What follows belongs to an exercise in optimizing a design on an open flow for small area and a short achievable clock period; a production flow would make more cautious choices. Function was checked by simulation only, so behaviour that the tests miss may differ from the original. Power and IR drop assume default switching activity.

==> flow/design.v (outline; a module is shown in full before it is edited, if it fits) <==
// module mul_ci_pipe: 4807 lines
// module csa_fa: 10 lines
// module csa_ha: 9 lines
module mul_ci_pipe #(
    parameter int WIDTH = 32,
    parameter int PIPE  = 3
) (
    input  logic             clock,
    input  logic             aclr,
    input  logic             clken,
    input  logic             start,
    input  logic [2:0]       n,
    input  logic [WIDTH-1:0] dataa,
    input  logic [WIDTH-1:0] datab,
    output logic [WIDTH-1:0] result,
    output logic             done,
    output logic             busy
);
  // ...
==> flow/flow/run.sh <==
#!/bin/bash
# The standard layout, with repair_timing aiming for more setup slack than the clock needs,
# so that the resizer works on the paths that set the achieved period, and clock tree
# synthesis without dummy balancing loads. Everything else (synthesis, constraints, clock
# period, floorplan, power grid) is the standard flow.
set -euo pipefail
bash standard.sh SETUP_SLACK_MARGIN=6.6 \
  "CTS_ARGS=-sink_clustering_enable -repair_clock_nets -sink_clustering_size 24 -sink_clustering_max_diameter 150 -dont_use_dummy_load" \
  finish > make_finish.log 2>&1
==> flow/standard.sh <==
#!/bin/bash
# synth_recipe.tcl (not shown) runs the flow's synth.tcl, then flattens the netlist and writes it again
# the make line also repeats each setting of config.mk as NAME=value (left out here)
make -C /OpenROAD-flow-scripts/flow DESIGN_CONFIG=/design/flow/config.mk WORK_HOME=/design/flow/orfs CLKGATE_MAP_FILE= SYNTH_SCRIPT=/design/flow/synth_recipe.tcl "${@:-finish}"
==> flow/config.mk <==
export PLATFORM = sky130hd
export DESIGN_NAME = mul_ci_pipe
export DESIGN_NICKNAME = mul_ci_pipe
export VERILOG_FILES = /design/flow/design.v
export SDC_FILE = /design/flow/constraint.sdc
export NUM_CORES = 4
export LEC_CHECK = 0
export CAP_MARGIN = 20
export CORE_MARGIN = 2
export CORE_UTILIZATION = 40
export CTS_CLUSTER_DIAMETER = 150
export CTS_CLUSTER_SIZE = 24
export PLACE_DENSITY = 0.6
export SLEW_MARGIN = 20
export SYNTH_HIERARCHICAL = 1
export SYNTH_MINIMUM_KEEP_SIZE = 0
==> flow/constraint.sdc <==
create_clock -name core_clock -period 10.0 [get_ports {clock}]
set_input_delay 2.0000 -clock core_clock [delete_from_list [all_inputs] [get_ports {clock}]]
set_output_delay 2.0000 -clock core_clock [all_outputs]
set_load 0.01 [all_outputs]
==> parameters.txt, run 1 <==
Parameter                              Value

Critical path
  Longest individual stage delay on the worst path    320 ps
  Worst path arrival time    3800 ps
  Worst setup SP type    input port

Finish
  Nets    4144
  Area occupied by registers    0.0147 mm2
  Non-clock buffer total of the final layout    224
  Multi-input gates    2620
  Area used by multi-input combinational logic    0.0266 mm2

Detailed routing
  DR WL met3    13200 um
  1st-iter DRT viols    3289
  DR vias    29000
  Total Wirelength    131000 um

Power and ir drop
  Reg power frac    0.273
  Combinational group share of total power    0.660
  Reported net switching power    0.00719 W
  Combinational cell power    0.0108 W

Timing
  Final Max Tran Viols    0
  Slew at the pin closest to its max-slew limit    910 ps
  Post-route clock period utilization    0.346
  Setup slack after layout    6540 ps
  Worst max-slew margin expressed relative to the limit    0.393

Synthesis
  Register area share after synthesis    0.348
  Area share of and/or/nand/nor cells after synthesis    0.0545
  Post-synthesis area per instance    12.1 um2
  Dominant combinational cell family by area after synthesis    adder cells
  Post-synthesis cell area    0.0422 mm2
  XOR/XNOR Fraction of Synth Area    0.129

Clock network
  Number of instances resized during post-cts repair    172
  Insertion delay to the later sink of the worst-skew pair    620 ps

Floorplan
  Number of placed I/O pins    105
  Initial standard-cell utilization of the core    0.402

Outcome
  Status  timing/DRC/antenna clean
==> inputs of run 2 (changes only) <==
--- a/flow/design.v
+++ b/flow/design.v
@@ -4032,385 +4032,17 @@
     assign aph_s28 = aph_p28 ^ aph_G76;
     logic aph_s29;
     assign aph_s29 = aph_p29 ^ aph_G77;
     logic aph_s30;
     assign aph_s30 = aph_p30 ^ aph_G78;
     logic aph_s31;
     assign aph_s31 = aph_p31 ^ aph_G79;
     assign phi = {aph_s31, aph_s30, aph_s29, aph_s28, aph_s27, aph_s26, aph_s25, aph_s24, aph_s23, aph_s22, aph_s21, aph_s20, aph_s19, aph_s18, aph_s17, aph_s16, aph_s15, aph_s14, aph_s13, aph_s12, aph_s11, aph_s10, aph_s9, aph_s8, aph_s7, aph_s6, aph_s5, aph_s4, aph_s3, aph_s2, aph_s1, aph_s0};
-    logic alo_p0, alo_g0;
-    csa_ha u_alo_pg0 (.a(acc_lo_q[0]), .b(plo_q[0]), .s(alo_p0), .co(alo_g0));
-    logic alo_p1, alo_g1;
-    csa_ha u_alo_pg1 (.a(acc_lo_q[1]), .b(plo_q[1]), .s(alo_p1), .co(alo_g1));
-    logic alo_p2, alo_g2;
-    csa_ha u_alo_pg2 (.a(acc_lo_q[2]), .b(plo_q[2]), .s(alo_p2), .co(alo_g2));
-    logic alo_p3, alo_g3;
-    csa_ha u_alo_pg3 (.a(acc_lo_q[3]), .b(plo_q[3]), .s(alo_p3), .co(alo_g3));
-    logic alo_p4, alo_g4;
-    csa_ha u_alo_pg4 (.a(acc_lo_q[4]), .b(plo_q[4]), .s(alo_p4), .co(alo_g4));
-    logic alo_p5, alo_g5;
-    csa_ha u_alo_pg5 (.a(acc_lo_q[5]), .b(plo_q[5]), .s(alo_p5), .co(alo_g5));
-    logic alo_p6, alo_g6;
-    csa_ha u_alo_pg6 (.a(acc_lo_q[6]), .b(plo_q[6]), .s(alo_p6), .co(alo_g6));
-    logic alo_p7, alo_g7;
-    csa_ha u_alo_pg7 (.a(acc_lo_q[7]), .b(plo_q[7]), .s(alo_p7), .co(alo_g7));
-    logic alo_p8, alo_g8;
-    csa_ha u_alo_pg8 (.a(acc_lo_q[8]), .b(plo_q[8]), .s(alo_p8), .co(alo_g8));
-    logic alo_p9, alo_g9;
-    csa_ha u_alo_pg9 (.a(acc_lo_q[9]), .b(plo_q[9]), .s(alo_p9), .co(alo_g9));
-    logic alo_p10, alo_g10;
-    csa_ha u_alo_pg10 (.a(acc_lo_q[10]), .b(plo_q[10]), .s(alo_p10), .co(alo_g10));
-    logic alo_p11, alo_g11;
-    csa_ha u_alo_pg11 (.a(acc_lo_q[11]), .b(plo_q[11]), .s(alo_p11), .co(alo_g11));
-    logic alo_p12, alo_g12;
-    csa_ha u_alo_pg12 (.a(acc_lo_q[12]), .b(plo_q[12]), .s(alo_p12), .co(alo_g12));
-    logic alo_p13, alo_g13;
-    csa_ha u_alo_pg13 (.a(acc_lo_q[13]), .b(plo_q[13]), .s(alo_p13), .co(alo_g13));
-    logic alo_p14, alo_g14;
-    csa_ha u_alo_pg14 (.a(acc_lo_q[14]), .b(plo_q[14]), .s(alo_p14), .co(alo_g14));
-    logic alo_p15, alo_g15;
-    csa_ha u_alo_pg15 (.a(acc_lo_q[15]), .b(plo_q[15]), .s(alo_p15), .co(alo_g15));
-    logic alo_p16, alo_g16;
-    csa_ha u_alo_pg16 (.a(acc_lo_q[16]), .b(plo_q[16]), .s(alo_p16), .co(alo_g16));
-    logic alo_p17, alo_g17;
-    csa_ha u_alo_pg17 (.a(acc_lo_q[17]), .b(plo_q[17]), .s(alo_p17), .co(alo_g17));
-    logic alo_p18, alo_g18;
-    csa_ha u_alo_pg18 (.a(acc_lo_q[18]), .b(plo_q[18]), .s(alo_p18), .co(alo_g18));
-    logic alo_p19, alo_g19;
-    csa_ha u_alo_pg19 (.a(acc_lo_q[19]), .b(plo_q[19]), .s(alo_p19), .co(alo_g19));
-    logic alo_p20, alo_g20;
-    csa_ha u_alo_pg20 (.a(acc_lo_q[20]), .b(plo_q[20]), .s(alo_p20), .co(alo_g20));
-    logic alo_p21, alo_g21;
-    csa_ha u_alo_pg21 (.a(acc_lo_q[21]), .b(plo_q[21]), .s(alo_p21), .co(alo_g21));
-    logic alo_p22, alo_g22;
-    csa_ha u_alo_pg22 (.a(acc_lo_q[22]), .b(plo_q[22]), .s(alo_p22), .co(alo_g22));
-    logic alo_p23, alo_g23;
-    csa_ha u_alo_pg23 (.a(acc_lo_q[23]), .b(plo_q[23]), .s(alo_p23), .co(alo_g23));
-    logic alo_p24, alo_g24;
-    csa_ha u_alo_pg24 (.a(acc_lo_q[24]), .b(plo_q[24]), .s(alo_p24), .co(alo_g24));
-    logic alo_p25, alo_g25;
-    csa_ha u_alo_pg25 (.a(acc_lo_q[25]), .b(plo_q[25]), .s(alo_p25), .co(alo_g25));
-    logic alo_p26, alo_g26;
-    csa_ha u_alo_pg26 (.a(acc_lo_q[26]), .b(plo_q[26]), .s(alo_p26), .co(alo_g26));
-    logic alo_p27, alo_g27;
-    csa_ha u_alo_pg27 (.a(acc_lo_q[27]), .b(plo_q[27]), .s(alo_p27), .co(alo_g27));
-    logic alo_p28, alo_g28;
-    csa_ha u_alo_pg28 (.a(acc_lo_q[28]), .b(plo_q[28]), .s(alo_p28), .co(alo_g28));
-    logic alo_p29, alo_g29;
-    csa_ha u_alo_pg29 (.a(acc_lo_q[29]), .b(plo_q[29]), .s(alo_p29), .co(alo_g29));
-    logic alo_p30, alo_g30;
-    csa_ha u_alo_pg30 (.a(acc_lo_q[30]), .b(plo_q[30]), .s(alo_p30), .co(alo_g30));
-    logic alo_p31, alo_g31;
-    csa_ha u_alo_pg31 (.a(acc_lo_q[31]), .b(plo_q[31]), .s(alo_p31), .co(alo_g31));
-    logic alo_G1, alo_P1;
-    assign alo_G1 = alo_g1 | (alo_p1 & alo_g0);
-    assign alo_P1 = alo_p1 & alo_p0;
-    logic alo_G2, alo_P2;
-    assign alo_G2 = alo_g3 | (alo_p3 & alo_g2);
-    assign alo_P2 = alo_p3 & alo_p2;
-    logic alo_G3, alo_P3;
-    assign alo_G3 = alo_g5 | (alo_p5 & alo_g4);
-    assign alo_P3 = alo_p5 & alo_p4;
-    logic alo_G4, alo_P4;
-    assign alo_G4 = alo_g7 | (alo_p7 & alo_g6);
-    assign alo_P4 = alo_p7 & alo_p6;
-    logic alo_G5, alo_P5;
-    assign alo_G5 = alo_g9 | (alo_p9 & alo_g8);
-    assign alo_P5 = alo_p9 & alo_p8;
-    logic alo_G6, alo_P6;
-    assign alo_G6 = alo_g11 | (alo_p11 & alo_g10);
-    assign alo_P6 = alo_p11 & alo_p10;
-    logic alo_G7, alo_P7;
-    assign alo_G7 = alo_g13 | (alo_p13 & alo_g12);
-    assign alo_P7 = alo_p13 & alo_p12;
-    logic alo_G8, alo_P8;
-    assign alo_G8 = alo_g15 | (alo_p15 & alo_g14);
-    assign alo_P8 = alo_p15 & alo_p14;
-    logic alo_G9, alo_P9;
-    assign alo_G9 = alo_g17 | (alo_p17 & alo_g16);
-    assign alo_P9 = alo_p17 & alo_p16;
-    logic alo_G10, alo_P10;
-    assign alo_G10 = alo_g19 | (alo_p19 & alo_g18);
-    assign alo_P10 = alo_p19 & alo_p18;
-    logic alo_G11, alo_P11;
-    assign alo_G11 = alo_g21 | (alo_p21 & alo_g20);
-    assign alo_P11 = alo_p21 & alo_p20;
-    logic alo_G12, alo_P12;
-    assign alo_G12 = alo_g23 | (alo_p23 & alo_g22);
-    assign alo_P12 = alo_p23 & alo_p22;
-    logic alo_G13, alo_P13;
-    assign alo_G13 = alo_g25 | (alo_p25 & alo_g24);
-    assign alo_P13 = alo_p25 & alo_p24;
-    logic alo_G14, alo_P14;
-    assign alo_G14 = alo_g27 | (alo_p27 & alo_g26);
-    assign alo_P14 = alo_p27 & alo_p26;
-    logic alo_G15, alo_P15;
-    assign alo_G15 = alo_g29 | (alo_p29 & alo_g28);
-    assign alo_P15 = alo_p29 & alo_p28;
-    logic alo_G16, alo_P16;
-    assign alo_G16 = alo_g31 | (alo_p31 & alo_g30);
-    assign alo_P16 = alo_p31 & alo_p30;
-    logic alo_G17, alo_P17;
-    assign alo_G17 = alo_g2 | (alo_p2 & alo_G1);
-    assign alo_P17 = alo_p2 & alo_P1;
-    logic alo_G18, alo_P18;
-    assign alo_G18 = alo_G2 | (alo_P2 & alo_G1);
-    assign alo_P18 = alo_P2 & alo_P1;
-    logic alo_G19, alo_P19;
-    assign alo_G19 = alo_g6 | (alo_p6 & alo_G3);
-    assign alo_P19 = alo_p6 & alo_P3;
-    logic alo_G20, alo_P20;
-    assign alo_G20 = alo_G4 | (alo_P4 & alo_G3);
-    assign alo_P20 = alo_P4 & alo_P3;
-    logic alo_G21, alo_P21;
-    assign alo_G21 = alo_g10 | (alo_p10 & alo_G5);
-    assign alo_P21 = alo_p10 & alo_P5;
-    logic alo_G22, alo_P22;
-    assign alo_G22 = alo_G6 | (alo_P6 & alo_G5);
-    assign alo_P22 = alo_P6 & alo_P5;
-    logic alo_G23, alo_P23;
-    assign alo_G23 = alo_g14 | (alo_p14 & alo_G7);
-    assign alo_P23 = alo_p14 & alo_P7;
-    logic alo_G24, alo_P24;
-    assign alo_G24 = alo_G8 | (alo_P8 & alo_G7);
-    assign alo_P24 = alo_P8 & alo_P7;
-    logic alo_G25, alo_P25;
-    assign alo_G25 = alo_g18 | (alo_p18 & alo_G9);
-    assign alo_P25 = alo_p18 & alo_P9;
-    logic alo_G26, alo_P26;
-    assign alo_G26 = alo_G10 | (alo_P10 & alo_G9);
-    assign alo_P26 = alo_P10 & alo_P9;
-    logic alo_G27, alo_P27;
-    assign alo_G27 = alo_g22 | (alo_p22 & alo_G11);
-    assign alo_P27 = alo_p22 & alo_P11;
-    logic alo_G28, alo_P28;
-    assign alo_G28 = alo_G12 | (alo_P12 & alo_G11);
-    assign alo_P28 = alo_P12 & alo_P11;
-    logic alo_G29, alo_P29;
-    assign alo_G29 = alo_g26 | (alo_p26 & alo_G13);
-    assign alo_P29 = alo_p26 & alo_P13;
-    logic alo_G30, alo_P30;
-    assign alo_G30 = alo_G14 | (alo_P14 & alo_G13);
-    assign alo_P30 = alo_P14 & alo_P13;
-    logic alo_G31, alo_P31;
-    assign alo_G31 = alo_g30 | (alo_p30 & alo_G15);
-    assign alo_P31 = alo_p30 & alo_P15;
-    logic alo_G32, alo_P32;
-    assign alo_G32 = alo_G16 | (alo_P16 & alo_G15);
-    assign alo_P32 = alo_P16 & alo_P15;
-    logic alo_G33, alo_P33;
-    assign alo_G33 = alo_g4 | (alo_p4 & alo_G18);
-    assign alo_P33 = alo_p4 & alo_P18;
-    logic alo_G34, alo_P34;
-    assign alo_G34 = alo_G3 | (alo_P3 & alo_G18);
-    assign alo_P34 = alo_P3 & alo_P18;
-    logic alo_G35, alo_P35;
-    assign alo_G35 = alo_G19 | (alo_P19 & alo_G18);
-    assign alo_P35 = alo_P19 & alo_P18;
-    logic alo_G36, alo_P36;
-    assign alo_G36 = alo_G20 | (alo_P20 & alo_G18);
-    assign alo_P36 = alo_P20 & alo_P18;
-    logic alo_G37, alo_P37;
-    assign alo_G37 = alo_g12 | (alo_p12 & alo_G22);
-    assign alo_P37 = alo_p12 & alo_P22;
-    logic alo_G38, alo_P38;
-    assign alo_G38 = alo_G7 | (alo_P7 & alo_G22);
-    assign alo_P38 = alo_P7 & alo_P22;
-    logic alo_G39, alo_P39;
-    assign alo_G39 = alo_G23 | (alo_P23 & alo_G22);
-    assign alo_P39 = alo_P23 & alo_P22;
-    logic alo_G40, alo_P40;
-    assign alo_G40 = alo_G24 | (alo_P24 & alo_G22);
-    assign alo_P40 = alo_P24 & alo_P22;
-    logic alo_G41, alo_P41;
-    assign alo_G41 = alo_g20 | (alo_p20 & alo_G26);
-    assign alo_P41 = alo_p20 & alo_P26;
-    logic alo_G42, alo_P42;
-    assign alo_G42 = alo_G11 | (alo_P11 & alo_G26);
-    assign alo_P42 = alo_P11 & alo_P26;
-    logic alo_G43, alo_P43;
-    assign alo_G43 = alo_G27 | (alo_P27 & alo_G26);
-    assign alo_P43 = alo_P27 & alo_P26;
-    logic alo_G44, alo_P44;
-    assign alo_G44 = alo_G28 | (alo_P28 & alo_G26);
-    assign alo_P44 = alo_P28 & alo_P26;
-    logic alo_G45, alo_P45;
-    assign alo_G45 = alo_g28 | (alo_p28 & alo_G30);
-    assign alo_P45 = alo_p28 & alo_P30;
-    logic alo_G46, alo_P46;
-    assign alo_G46 = alo_G15 | (alo_P15 & alo_G30);
-    assign alo_P46 = alo_P15 & alo_P30;
-    logic alo_G47, alo_P47;
-    assign alo_G47 = alo_G31 | (alo_P31 & alo_G30);
-    assign alo_P47 = alo_P31 & alo_P30;
-    logic alo_G48, alo_P48;
-    assign alo_G48 = alo_G32 | (alo_P32 & alo_G30);
-    assign alo_P48 = alo_P32 & alo_P30;
-    logic alo_G49, alo_P49;
-    assign alo_G49 = alo_g8 | (alo_p8 & alo_G36);
-    assign alo_P49 = alo_p8 & alo_P36;
-    logic alo_G50, alo_P50;
-    assign alo_G50 = alo_G5 | (alo_P5 & alo_G36);
-    assign alo_P50 = alo_P5 & alo_P36;
-    logic alo_G51, alo_P51;
-    assign alo_G51 = alo_G21 | (alo_P21 & alo_G36);
-    assign alo_P51 = alo_P21 & alo_P36;
-    logic alo_G52, alo_P52;
-    assign alo_G52 = alo_G22 | (alo_P22 & alo_G36);
-    assign alo_P52 = alo_P22 & alo_P36;
-    logic alo_G53, alo_P53;
-    assign alo_G53 = alo_G37 | (alo_P37 & alo_G36);
-    assign alo_P53 = alo_P37 & alo_P36;
-    logic alo_G54, alo_P54;
-    assign alo_G54 = alo_G38 | (alo_P38 & alo_G36);
-    assign alo_P54 = alo_P38 & alo_P36;
-    logic alo_G55, alo_P55;
-    assign alo_G55 = alo_G39 | (alo_P39 & alo_G36);
-    assign alo_P55 = alo_P39 & alo_P36;
-    logic alo_G56, alo_P56;
-    assign alo_G56 = alo_G40 | (alo_P40 & alo_G36);
-    assign alo_P56 = alo_P40 & alo_P36;
-    logic alo_G57, alo_P57;
-    assign alo_G57 = alo_g24 | (alo_p24 & alo_G44);
-    assign alo_P57 = alo_p24 & alo_P44;
-    logic alo_G58, alo_P58;
-    assign alo_G58 = alo_G13 | (alo_P13 & alo_G44);
-    assign alo_P58 = alo_P13 & alo_P44;
-    logic alo_G59, alo_P59;
-    assign alo_G59 = alo_G29 | (alo_P29 & alo_G44);
-    assign alo_P59 = alo_P29 & alo_P44;
-    logic alo_G60, alo_P60;
-    assign alo_G60 = alo_G30 | (alo_P30 & alo_G44);
-    assign alo_P60 = alo_P30 & alo_P44;
-    logic alo_G61, alo_P61;
-    assign alo_G61 = alo_G45 | (alo_P45 & alo_G44);
-    assign alo_P61 = alo_P45 & alo_P44;
-    logic alo_G62, alo_P62;
-    assign alo_G62 = alo_G46 | (alo_P46 & alo_G44);
-    assign alo_P62 = alo_P46 & alo_P44;
-    logic alo_G63, alo_P63;
-    assign alo_G63 = alo_G47 | (alo_P47 & alo_G44);
-    assign alo_P63 = alo_P47 & alo_P44;
-    logic alo_G64, alo_P64;
-    assign alo_G64 = alo_G48 | (alo_P48 & alo_G44);
-    assign alo_P64 = alo_P48 & alo_P44;
-    logic alo_G65, alo_P65;
-    assign alo_G65 = alo_g16 | (alo_p16 & alo_G56);
-    assign alo_P65 = alo_p16 & alo_P56;
-    logic alo_G66, alo_P66;
-    assign alo_G66 = alo_G9 | (alo_P9 & alo_G56);
-    assign alo_P66 = alo_P9 & alo_P56;
-    logic alo_G67, alo_P67;
-    assign alo_G67 = alo_G25 | (alo_P25 & alo_G56);
-    assign alo_P67 = alo_P25 & alo_P56;
-    logic alo_G68, alo_P68;
-    assign alo_G68 = alo_G26 | (alo_P26 & alo_G56);
-    assign alo_P68 = alo_P26 & alo_P56;
-    logic alo_G69, alo_P69;
-    assign alo_G69 = alo_G41 | (alo_P41 & alo_G56);
-    assign alo_P69 = alo_P41 & alo_P56;
-    logic alo_G70, alo_P70;
-    assign alo_G70 = alo_G42 | (alo_P42 & alo_G56);
-    assign alo_P70 = alo_P42 & alo_P56;
-    logic alo_G71, alo_P71;
-    assign alo_G71 = alo_G43 | (alo_P43 & alo_G56);
-    assign alo_P71 = alo_P43 & alo_P56;
-    logic alo_G72, alo_P72;
-    assign alo_G72 = alo_G44 | (alo_P44 & alo_G56);
-    assign alo_P72 = alo_P44 & alo_P56;
-    logic alo_G73, alo_P73;
-    assign alo_G73 = alo_G57 | (alo_P57 & alo_G56);
-    assign alo_P73 = alo_P57 & alo_P56;
-    logic alo_G74, alo_P74;
-    assign alo_G74 = alo_G58 | (alo_P58 & alo_G56);
-    assign alo_P74 = alo_P58 & alo_P56;
-    logic alo_G75, alo_P75;
-    assign alo_G75 = alo_G59 | (alo_P59 & alo_G56);
-    assign alo_P75 = alo_P59 & alo_P56;
-    logic alo_G76, alo_P76;
-    assign alo_G76 = alo_G60 | (alo_P60 & alo_G56);
-    assign alo_P76 = alo_P60 & alo_P56;
-    logic alo_G77, alo_P77;
-    assign alo_G77 = alo_G61 | (alo_P61 & alo_G56);
-    assign alo_P77 = alo_P61 & alo_P56;
-    logic alo_G78, alo_P78;
-    assign alo_G78 = alo_G62 | (alo_P62 & alo_G56);
-    assign alo_P78 = alo_P62 & alo_P56;
-    logic alo_G79, alo_P79;
-    assign alo_G79 = alo_G63 | (alo_P63 & alo_G56);
-    assign alo_P79 = alo_P63 & alo_P56;
-    logic alo_G80, alo_P80;
-    assign alo_G80 = alo_G64 | (alo_P64 & alo_G56);
-    assign alo_P80 = alo_P64 & alo_P56;
-    logic alo_s0;
-    assign alo_s0 = alo_p0;
-    logic alo_s1;
-    assign alo_s1 = alo_p1 ^ alo_g0;
-    logic alo_s2;
-    assign alo_s2 = alo_p2 ^ alo_G1;
-    logic alo_s3;
-    assign alo_s3 = alo_p3 ^ alo_G17;
-    logic alo_s4;
-    assign alo_s4 = alo_p4 ^ alo_G18;
-    logic alo_s5;
-    assign alo_s5 = alo_p5 ^ alo_G33;
-    logic alo_s6;
-    assign alo_s6 = alo_p6 ^ alo_G34;
-    logic alo_s7;
-    assign alo_s7 = alo_p7 ^ alo_G35;
-    logic alo_s8;
-    assign alo_s8 = alo_p8 ^ alo_G36;
-    logic alo_s9;
-    assign alo_s9 = alo_p9 ^ alo_G49;
-    logic alo_s10;
-    assign alo_s10 = alo_p10 ^ alo_G50;
-    logic alo_s11;
-    assign alo_s11 = alo_p11 ^ alo_G51;
-    logic alo_s12;
-    assign alo_s12 = alo_p12 ^ alo_G52;
-    logic alo_s13;
-    assign alo_s13 = alo_p13 ^ alo_G53;
-    logic alo_s14;
-    assign alo_s14 = alo_p14 ^ alo_G54;
-    logic alo_s15;
-    assign alo_s15 = alo_p15 ^ alo_G55;
-    logic alo_s16;
-    assign alo_s16 = alo_p16 ^ alo_G56;
-    logic alo_s17;
-    assign alo_s17 = alo_p17 ^ alo_G65;
-    logic alo_s18;
-    assign alo_s18 = alo_p18 ^ alo_G66;
-    logic alo_s19;
-    assign alo_s19 = alo_p19 ^ alo_G67;
-    logic alo_s20;
-    assign alo_s20 = alo_p20 ^ alo_G68;
-    logic alo_s21;
-    assign alo_s21 = alo_p21 ^ alo_G69;
-    logic alo_s22;
-    assign alo_s22 = alo_p22 ^ alo_G70;
-    logic alo_s23;
-    assign alo_s23 = alo_p23 ^ alo_G71;
-    logic alo_s24;
-    assign alo_s24 = alo_p24 ^ alo_G72;
-    logic alo_s25;
-    assign alo_s25 = alo_p25 ^ alo_G73;
-    logic alo_s26;
-    assign alo_s26 = alo_p26 ^ alo_G74;
-    logic alo_s27;
-    assign alo_s27 = alo_p27 ^ alo_G75;
-    logic alo_s28;
-    assign alo_s28 = alo_p28 ^ alo_G76;
-    logic alo_s29;
-    assign alo_s29 = alo_p29 ^ alo_G77;
-    logic alo_s30;
-    assign alo_s30 = alo_p30 ^ alo_G78;
-    logic alo_s31;
-    assign alo_s31 = alo_p31 ^ alo_G79;
-    assign lsum = {alo_G80, {alo_s31, alo_s30, alo_s29, alo_s28, alo_s27, alo_s26, alo_s25, alo_s24, alo_s23, alo_s22, alo_s21, alo_s20, alo_s19, alo_s18, alo_s17, alo_s16, alo_s15, alo_s14, alo_s13, alo_s12, alo_s11, alo_s10, alo_s9, alo_s8, alo_s7, alo_s6, alo_s5, alo_s4, alo_s3, alo_s2, alo_s1, alo_s0}};
+    assign lsum = {1'b0, acc_lo_q} + {1'b0, plo_q};
     logic ahi_p0, ahi_g0;
     csa_ha u_ahi_pg0 (.a(acc_hi_q[0]), .b(pend_q[0]), .s(ahi_p0), .co(ahi_g0));
     logic ahi_p1, ahi_g1;
     csa_ha u_ahi_pg1 (.a(acc_hi_q[1]), .b(pend_q[1]), .s(ahi_p1), .co(ahi_g1));
     logic ahi_p2, ahi_g2;
     csa_ha u_ahi_pg2 (.a(acc_hi_q[2]), .b(pend_q[2]), .s(ahi_p2), .co(ahi_g2));
     logic ahi_p3, ahi_g3;
     csa_ha u_ahi_pg3 (.a(acc_hi_q[3]), .b(pend_q[3]), .s(ahi_p3), .co(ahi_g3));
==> flow/flow/run.sh (replaced) <==
#!/bin/bash
# The standard layout, with repair_timing aiming for more setup slack than the clock needs,
# so that the resizer works on the paths that set the achieved period, and clock tree
# synthesis without dummy balancing loads. Everything else (synthesis, constraints, clock
# period, floorplan, power grid) is the standard flow.
set -euo pipefail
bash standard.sh SETUP_SLACK_MARGIN=6.6 \
  "CTS_ARGS=-sink_clustering_enable -repair_clock_nets -sink_clustering_size 20 -sink_clustering_max_diameter 150 -dont_use_dummy_load" \
  finish > make_finish.log 2>&1
==> flow/config.mk (replaced) <==
export PLATFORM = sky130hd
export DESIGN_NAME = mul_ci_pipe
export DESIGN_NICKNAME = mul_ci_pipe
export VERILOG_FILES = /design/flow/design.v
export SDC_FILE = /design/flow/constraint.sdc
export NUM_CORES = 4
export LEC_CHECK = 0
export CAP_MARGIN = 20
export CORE_MARGIN = 2
export CORE_UTILIZATION = 40
export CTS_CLUSTER_DIAMETER = 150
export CTS_CLUSTER_SIZE = 20
export PLACE_DENSITY = 0.6
export SLEW_MARGIN = 20
export SYNTH_HIERARCHICAL = 1
export SYNTH_MINIMUM_KEEP_SIZE = 0
==> run 2 against run 1 <==
Net effect:
- still clean on timing, DRC and antenna
- synthesized cell count about the same
- synthesized area up 0.52%
- hold slack worse by 6.0 ps
- design area up 1.0%
- via count up 2.6%
- combinational power up about 10%
- flip-flop and latch count unchanged
- highest routed layer is now met5
==> parameters.txt, run 2 <==
Parameter                              Value

Outcome
  Status  timing/DRC/antenna clean

Timing
  Worst max-slew margin expressed relative to the limit    0.169 (-0.225)
  Post-route clock period utilization    0.345 (-0.00165)
  Slew at the pin closest to its max-slew limit    1240 ps (+335 ps)
  Setup slack after layout    6550 ps (+16.5 ps)
  Setup TNS    0 ps
  Final setup skew    51.0 ps
  Time the worst path needs with I/O delays and setup    3450 ps
  Unrepaired setup endpoints after global routing    true
  Final Max Tran Viols    0 (unchanged)
  Final setup violation count    0
  Number of hold violations in the final report    0
  Maximum frequency from static timing analysis    290 MHz

Floorplan
  Initial standard-cell utilization of the core    0.403 (+0.000944)
  Full die area    0.109 mm2
  Total number of placement rows    119
  Core footprint    0.105 mm2
  Die width    330 um
  Die Span Y    330 um
  Number of placed I/O pins    105 (unchanged)

Synthesis
  Area share of and/or/nand/nor cells after synthesis    0.0497 (-0.00474)
  Mux cell area share after synthesis    0.00236
  Leading cell type by number of instances after synthesis    sky130_fd_sc_hd__xnor2_1
  Share of flip-flops with an asynchronous set or reset after synthesis    0
  Dominant combinational cell family by area after synthesis    adder cells
  Post-synthesis cell area    0.0424 mm2 (+0.52%)
  Post-Syn Instances    3472
  Netlist cell types    76
  Top area cells in the synthesized netlist    sky130_fd_sc_hd__edfxtp_1 34%, sky130_fd_sc_hd__fa_1 23%, sky130_fd_sc_hd__xnor2_1 12%
  Most instantiated flip-flop cell in the synthesis netlist    sky130_fd_sc_hd__edfxtp_1
  Register area share after synthesis    0.347 (-0.00180)
  Compound-Gate Fraction of Synth Area    0.146
  Number of enable flip-flop cells after synthesis    486
  Synth Register Bits    491
  Adder-Cell Fraction of Synth Area    0.288
  Share of the synthesized area in the top cell type    0.344
  Post-synthesis area per instance    12.2 um2 (+0.55%)
  Commonest cells in the netlist    580 x sky130_fd_sc_hd__xnor2_1, 526 x sky130_fd_sc_hd__a22oi_1, 493 x sky130_fd_sc_hd__fa_1
  Cell accounting for the most synthesized area    sky130_fd_sc_hd__edfxtp_1
  XOR/XNOR Fraction of Synth Area    0.133 (+0.00388)
  Count of warnings emitted by yosys    7

Global route
  Pin count of the biggest net entering global routing    78
  Number of antenna violations at the first check in global routing    4
  Number of global-route vias before repair    30600
  Wire length of the first global-routing pass    198000 um
  Sum of overflow across all layers after global routing    0
  Overall routing resource usage    0.244

Detailed routing
  Average via count per standard cell    6.22
  1st-iter DRT viols    3424 (+4.1%)
  Total Wirelength    133000 um (+1.7%)
  Post-route DRC violation count    0
  Remaining antenna violation count after routing    0
  DR vias    29800 (+2.6%)
  Wirelength per Cell    27.8 um
  DRT Pass-1 Iters    7

Critical path
  Buffer and inverter count on the worst path    0
  Critical path peak fanout    4
  Most numerous cell on the critical path    sky130_fd_sc_hd__o211ai_1
  Critical path startpoint    plo_q[2]$_DFFE_PP_
  Longest individual stage delay on the worst path    510 ps (+190 ps)
  Worst flop-to-flop path startpoint    plo_q[2]$_DFFE_PP_
  Data required, critical path    10380 ps
  Cells along the critical path    ha_1, o21ai_0, o211ai_1, a21oi_1, o31ai_1, a21oi_2, o41ai_2, xor2_1, a221oi_1, o211ai_1
  Crit Path Category    reg2reg
  Crit end category    flip-flop
  Worst path arrival time    3830 ps (+30 ps)
  Worst setup SP type    flip-flop
  CP top delay family    compound AO/OA/AOI/OAI gates
  Slowest CP cell    sky130_fd_sc_hd__o31ai_1

Clock network
  Clock sink count    491
  TritonCTS clock tree    done
  Maximum number of buffers from clock root to sink    3
  H-tree level count    1
  Post-CTS Hold Fix Bufs    0
  Insertion delay to the later sink of the worst-skew pair    650 ps (+30 ps)
  Clock slew at the register clock pins of the worst setup and hold paths    90 ps
  Number of clock buffers inserted by TritonCTS    28
  CTS root buffer    sky130_fd_sc_hd__clkbuf_16

Power and ir drop
  Leakage power summed over all cells    16.7 nW
  Power per standard cell area    374 mW/mm2
  Peak supply drop    0.278 mV

Finish
  Commonest cells after routing, fill and taps aside    568 x sky130_fd_sc_hd__xnor2_1, 516 x sky130_fd_sc_hd__a22oi_1, 489 x sky130_fd_sc_hd__fa_1, 486 x sky130_fd_sc_hd__edfxtp_1, 171 x sky130_fd_sc_hd__ha_1
  Nets    4153 (+0.22%)
  Count of inserted antenna diode cells    0
  Fraction of layout instances using a drive strength above 1    0.0921
  Area used by multi-input combinational logic    0.0271 mm2 (+1.8%)
  Number of filler cells placed in the layout    9596
  Total non-filler cell area in the finished layout    0.0469 mm2
  Commonest non-fill, non-tap cell in the layout    sky130_fd_sc_hd__xnor2_1
  Layout-stage area growth over the synthesis result    10.6%
  Area occupied by registers    0.0147 mm2 (unchanged)

Placement
  Count of port buffers added during placement    104
  Weighted congestion at the end of routability-driven global placement    0.893
  Placed wire-length estimate after detailed placement    81900 um
  Post-Place Setup Slack    5110 ps
  Cell area after placement    0.0446 mm2

Hold path
  Worst min-delay path startpoint    s1_62_0$_DFFE_PP_
  Class of the most critical hold timing path    reg2reg

Flow run
  MaxCap Viol Count    0
run 2: cell count changes after synthesis, sizes merged, moves of 9 or more:
cell and delta:
a21o +24, o21ai -22, a22o +17, xnor2 +12
a21oi +11, nor2b -10, xor2 +10, buf -9
nor3 -9, o221ai +9
run 2: final timing paths:
path / end / slack, ps / depth (start not counted)
setup / recovery: result_q[31]$_DFFE_PP_ / 6550 / 10
setup reg to reg: result_q[31]$_DFFE_PP_ / 6550 / 10
hold reg to reg: ph0_62$_DFFE_PP_ / 420 / 0
hold / removal: ph0_62$_DFFE_PP_ / 420 / 0
run 2: stage by stage:
stage / util / instances / hold slack, ps / total power [W]
3_5_place_dp: 0.424 / 4726 / 406 / 0.0151
2_1_floorplan: - / 3492 / 400 / 0.0112
6_report: 0.445 / 4791 / 421 / 0.0175
3_3_place_gp: 0.424 / 4726 / 401 / 0.0149
4_1_cts: 0.438 / 4771 / 423 / 0.0168
5_1_grt: 0.445 / 4791 / 424 / 0.0189
run 2: report_power, final:
group | internal (W) | switching, W | total (W)
combinational | 0.00521 | 0.00670 | 0.0119
clock | 0.000496 | 0.000689 | 0.00119
sequential | 0.00399 | 0.000453 | 0.00444
total | 0.00970 | 0.00785 | 0.0175
run 2: cells by family (layout without fill, tap and decap cells):
group / Yosys count / count (layout)
buffers and inverters: 377 / 283
xor gates and xnor gates: 644 / 644
muxes: 10 / 10
other: 2 / 22
DFF: 491 / 491
and+or+nand+nor: 420 / 420
adders and majority gates: 680 / 680
AOI/OAI and AO/OA: 848 / 850
run 2: repair_timing:
| item | 4_1_cts | 5_1_grt |
|---|---|---|
| endpoints found under the setup margin | 422 | 297 |
| gates cloned | 1 | 1 |
| gates resized for setup | 214 | 175 |
| buffers inserted | 16 | 19 |
| pin swaps | 49 | 48 |
run 2: area by class of cell:
class,count,area share
multi-input combinational,2626,0.579
inverter,21,0.00168
sequential,491,0.314
tap,1391,0.0371
timing repair buffer,234,0.0536
clock buffer,28,0.0150
run 2: Yosys stat by module, one instance, submodules excluded:
| module | copies in the design | flops+latches | cells inside |
|---|---|---|---|
| csa_ha | 123 | 0 | 1 |
| mul_ci_pipe | 1 | 491 | 2857 |
| csa_fa | 492 | 0 | 1 |
run 2: worst reg2reg max path, cell delays in order, from the launching register on:
cell,delay [ps]
sky130_fd_sc_hd__edfxtp_1,460
sky130_fd_sc_hd__ha_1,390
sky130_fd_sc_hd__o21ai_0,130
sky130_fd_sc_hd__o211ai_1,340
sky130_fd_sc_hd__a21oi_1,220
sky130_fd_sc_hd__o31ai_1,510
sky130_fd_sc_hd__a21oi_2,210
sky130_fd_sc_hd__o41ai_2,350
sky130_fd_sc_hd__xor2_1,150
sky130_fd_sc_hd__a221oi_1,320
sky130_fd_sc_hd__o211ai_1,120
run 2: routing by layer:
layer  global-route usage  wire length (um)
met1                0.336             54700
met2                0.372             58600
met3               0.0646             14800
met4               0.0839              5210
met5                    0                44
==> inputs of run 3 (changes only) <==
==> flow/flow/run.sh (replaced) <==
#!/bin/bash
# The standard layout, with repair_timing aiming for more setup slack than the clock needs,
# so that the resizer works on the paths that set the achieved period. Everything else
# (synthesis, constraints, clock period, floorplan, power grid) is the standard flow.
set -euo pipefail
bash standard.sh SETUP_SLACK_MARGIN=6.6 finish > make_finish.log 2>&1
==> run 3 against run 2 <==
Net effect:
- still clean on timing, DRC and antenna
- clock power is 5% higher
- non-clock buffer count is 5 higher
- first-iteration DRC count is 1.1% lower
- sequential share of layout area is 0.14 points lower
- setup slack worse by 16 ps
- design area is 0.46% higher
- wire length is 0.13% higher
- register-to-register slack worse by 20 ps
- core utilization is 0.21 points higher
- critical endpoint unchanged
==> parameters.txt, run 3 <==
Parameter                              Value

Critical path
  Number of cells traversed by the worst register-to-register path    10 (unchanged)
  Data required, critical path    10380 ps (about the same)
  Crit Path Category    reg2reg
  Worst setup SP type    flip-flop
  Critical path peak fanout    4 (unchanged)
  Worst reg-to-reg setup slack    6540 ps (-20 ps)
  Reg2reg end    result_q[31]$_DFFE_PP_
  Crit end category    flip-flop
  Worst flop-to-flop path startpoint    plo_q[2]$_DFFE_PP_
  Critical path startpoint    plo_q[2]$_DFFE_PP_
  Worst path arrival time    3840 ps (about the same)

Floorplan
  Number of placed I/O pins    105 (unchanged)
  Die width    330 um (unchanged)
  Die Span Y    330 um (unchanged)
  Initial standard-cell utilization of the core    0.403 (unchanged)
  Core footprint    0.105 mm2 (unchanged)
  Total number of placement rows    119 (unchanged)
  Full die area    0.109 mm2 (unchanged)

Finish
  Layout-stage area growth over the synthesis result    11.1%
  Commonest cells after routing, fill and taps aside    569 x sky130_fd_sc_hd__xnor2_1, 514 x sky130_fd_sc_hd__a22oi_1, 488 x sky130_fd_sc_hd__fa_1, 486 x sky130_fd_sc_hd__edfxtp_1, 173 x sky130_fd_sc_hd__ha_1
  Commonest non-fill, non-tap cell in the layout    sky130_fd_sc_hd__xnor2_1
  Fraction of layout instances using a drive strength above 1    0.0959 (+0.00382)
  End-of-flow core utilization    0.447 (+0.00207)
  Count of inserted antenna diode cells    0 (unchanged)
  Nets    4158 (+0.12%)
  Final Non-Filler Cells    4812 (+0.44%)

Detailed routing
  DRT Pass-1 Iters    6 (-1)
  Post-route DRC violation count    0 (unchanged)
  Remaining antenna violation count after routing    0 (unchanged)
  Average via count per standard cell    6.16 (-0.88%)
  DR vias    29700 (-0.44%)
  1st-iter DRT viols    3385 (-1.1%)
  Total Wirelength    134000 um (+0.13%)
  Wirelength per Cell    27.8 um (-0.30%)

Clock network
  Insertion delay to the later sink of the worst-skew pair    670 ps (+20 ps)
  Post-CTS Hold Fix Bufs    0 (unchanged)
  TritonCTS clock tree    done
  Number of clock buffers inserted by TritonCTS    28 (unchanged)
  H-tree level count    1 (unchanged)
  Clock slew at the register clock pins of the worst setup and hold paths    90 ps (about the same)
  CTS root buffer    sky130_fd_sc_hd__clkbuf_16
  Maximum number of buffers from clock root to sink    3 (unchanged)
  Clock sink count    491 (unchanged)

Hold path
  Worst min-delay path startpoint    s1_62_0$_DFFE_PP_
  Hold Path Cell Cnt    0 (unchanged)
  Hold Crit Endpoint    ph0_62$_DFFE_PP_
  Class of the most critical hold timing path    reg2reg

Global route
  Number of global-route vias before repair    30700 (+0.11%)
  Number of antenna violations at the first check in global routing    5 (+1)
  Overall routing resource usage    0.244 (+0.000315)
  Wire length of the first global-routing pass    199000 um (about the same)
  Sum of overflow across all layers after global routing    0 (unchanged)
  Pin count of the biggest net entering global routing    78 (unchanged)

Power and ir drop
  Switching Share    0.447 (-0.000556)
  Reported net switching power    0.00789 W (+0.57%)
  Internal power contribution    0.00978 W (+0.80%)
  Combinational group share of total power    0.678 (about the same)
  Leakage power summed over all cells    16.8 nW (+0.54%)
  Peak supply drop    0.279 mV (+0.45%)
  Reg power frac    0.252 (about the same)
  Power per standard cell area    375 mW/mm2 (+0.23%)
  Clock power frac    0.071 (+0.003)

Synthesis
  Top area cells in the synthesized netlist    sky130_fd_sc_hd__edfxtp_1 34%, sky130_fd_sc_hd__fa_1 23%, sky130_fd_sc_hd__xnor2_1 12%
  Share of flip-flops with an asynchronous set or reset after synthesis    0 (unchanged)
  Synth Register Bits    491 (unchanged)
  Cell accounting for the most synthesized area    sky130_fd_sc_hd__edfxtp_1
  Count of warnings emitted by yosys    7 (unchanged)
  Post-Syn Instances    3472 (unchanged)
  Leading cell type by number of instances after synthesis    sky130_fd_sc_hd__xnor2_1
  Register area share after synthesis    0.347 (unchanged)
  Commonest cells in the netlist    580 x sky130_fd_sc_hd__xnor2_1, 526 x sky130_fd_sc_hd__a22oi_1, 493 x sky130_fd_sc_hd__fa_1
  Post-synthesis area per instance    12.2 um2 (unchanged)
  Number of enable flip-flop cells after synthesis    486 (unchanged)
  Netlist cell types    76 (unchanged)
  Post-synthesis cell area    0.0424 mm2 (unchanged)
  Share of the synthesized area in the top cell type    0.344 (unchanged)
  Most instantiated flip-flop cell in the synthesis netlist    sky130_fd_sc_hd__edfxtp_1

Timing
  Setup TNS    0 ps (unchanged)
  Final setup violation count    0 (unchanged)
  Maximum frequency from static timing analysis    289 MHz (-0.45%)
  Worst max-slew margin expressed relative to the limit    0.147 (-0.0217)
  Unrepaired setup endpoints after global routing    true
  Final setup skew    39.2 ps (-11.7 ps)
  Final Max Tran Viols    0 (unchanged)
  Post-route clock period utilization    0.346 (+0.00157)
  Slew at the pin closest to its max-slew limit    1280 ps (+32.4 ps)
  Time the worst path needs with I/O delays and setup    3460 ps (+15.7 ps)
  Number of hold violations in the final report    0 (unchanged)

Placement
  Placed wire-length estimate after detailed placement    81900 um (unchanged)
  Dpl cells    4726 (unchanged)
  Count of port buffers added during placement    104 (unchanged)
  Weighted congestion at the end of routability-driven global placement    0.893 (unchanged)

Flow run
  MaxCap Viol Count    0 (unchanged)

Outcome
  Status  timing/DRC/antenna clean
## run 3: cell count changes in the layout (fill, tap and decap cells not counted), sizes merged
cell | previous run | this run
buf | 132 | 140
clkdlybuf4s15 | 17 | 15
clkbuf | 37 | 50
inv | 21 | 22
clkinv | 0 | 1
## run 3: metal layers
layer | vias to the layer above | track usage | wire (um)
met5 | - | 0 | 28
met4 | 4 | 0.0828 | 5230
met3 | 392 | 0.0650 | 14400
met2 | 1913 | 0.373 | 59000
met1 | 15100 | 0.336 | 54900
li1 | 12300 | - | -
## run 3: power groups by stage
| stage | Sequential (W) | Clock (W) | Combinational (W) |
|---|---|---|---|
| 3_3_place_gp | 0.00449 | 0 | 0.0104 |
| 5_1_grt | 0.00453 | 0.00133 | 0.0132 |
| 4_1_cts | 0.00447 | 0.00128 | 0.0112 |
| 2_1_floorplan | 0.00432 | 0 | 0.00689 |
| 3_5_place_dp | 0.00451 | 0 | 0.0106 |
| 6_report | 0.00444 | 0.00125 | 0.0120 |
## run 3: worst max-delay path by stage
stage / cells after the start / to / slack, ps
2_1_floorplan: 3 / acc_hi_q[0]$_DFFE_PP_ / 6340
3_3_place_gp: 5 / acc_hi_q[1]$_DFFE_PP_ / 5150
3_5_place_dp: 5 / acc_hi_q[1]$_DFFE_PP_ / 5110
4_1_cts: 14 / result_q[26]$_DFFE_PP_ / 6540
5_1_grt: 14 / result_q[26]$_DFFE_PP_ / 6320
6_report: 10 / result_q[31]$_DFFE_PP_ / 6540
## run 3: repair_timing
action | CTS | global route
gates cloned | 1 | 1
pin swaps | 55 | 47
endpoints found under the setup margin | 422 | 219
gates resized for setup | 225 | 199
buffers inserted | 18 | 22
## run 3: critical path: stages (launching register included)
cell,delay (ps)
sky130_fd_sc_hd__edfxtp_1,460
sky130_fd_sc_hd__ha_1,380
sky130_fd_sc_hd__o21ai_0,130
sky130_fd_sc_hd__o211ai_1,330
sky130_fd_sc_hd__a21oi_1,220
sky130_fd_sc_hd__o31ai_1,510
sky130_fd_sc_hd__a21oi_2,210
sky130_fd_sc_hd__o41ai_2,360
sky130_fd_sc_hd__xor2_1,160
sky130_fd_sc_hd__a221oi_1,320
sky130_fd_sc_hd__o211ai_1,120
## run 3: metrics by stage
step                cell area [um2]  setup WS [ps]  total power (W)  hold slack [ps]
detailed placement            44600           5110           0.0151              406
global route                  47100           6320           0.0191              426
floorplan                     42500           6340           0.0112              400
finish                        47100           6540           0.0177              422
global placement              44600           5150           0.0149              401
CTS                           46200           6540           0.0169              423
## run 3: per-module statistics from Yosys (local to each module, per instance)
| module | area (um2) | cells inside | flops+latches | copies in the design |
|---|---|---|---|---|
| csa_fa | 20.0 | 1 | 0 | 492 |
| csa_ha | 12.5 | 1 | 0 | 123 |
| mul_ci_pipe | 31000 | 2857 | 491 | 1 |
## run 3: cells by family (layout without fill, tap and decap cells)
group | Yosys count | count (layout) | synth area share
simple gates | 420 | 420 | 0.0497
fa+ha+maj | 680 | 680 | 0.288
buf+inv | 377 | 304 | 0.0342
flops | 491 | 491 | 0.347
other cells | 2 | 22 | 0.000177
xor+xnor | 644 | 644 | 0.133
compound gates | 848 | 850 | 0.146
mux | 10 | 10 | 0.00236
## run 3: area by class of cell
class	count	area (um2)
inverter	21	78.8
clock inverter	2	38.8
clock buffer	42	763
fill	9595	58200
timing repair buffer	239	2610
multi-input combinational	2626	27200
sequential	491	14700
tap	1391	1740

-- static timing again, ports no longer ideal --
No port has a modelled driver above. Below, the same layouts with a new extraction and two added sets of constraints.
Step 1 assumes that a clkbuf_16 drives the clock port and a buf_2 every other input.
Step 2 moves the port delays by t, midway between the first and last clock arrival at a register: inputs arrive t later, outputs are due t later. That takes back most of the time a late clock gives input paths.
Slacks: ideal / step 1 / step 2; pairs: ideal / step 1.
run	t, ns	setup WS [ns]	hold WS [ns]	worst setup path at the end
run 1	0.665	6.538 / 6.567 / 5.902	0.427 / 0.427 / 0.427	input to register
run 2	0.689	6.554 / 6.554 / 5.918	0.421 / 0.421 / 0.421	input to register
run 3	0.716	6.539 / 6.539 / 5.872	0.422 / 0.422 / 0.422	input to register
After both steps every run listed still meets setup and hold. The setup slack of run 3, which loses most, moves by 0.000 ns with the drivers and by -0.667 ns with both steps.
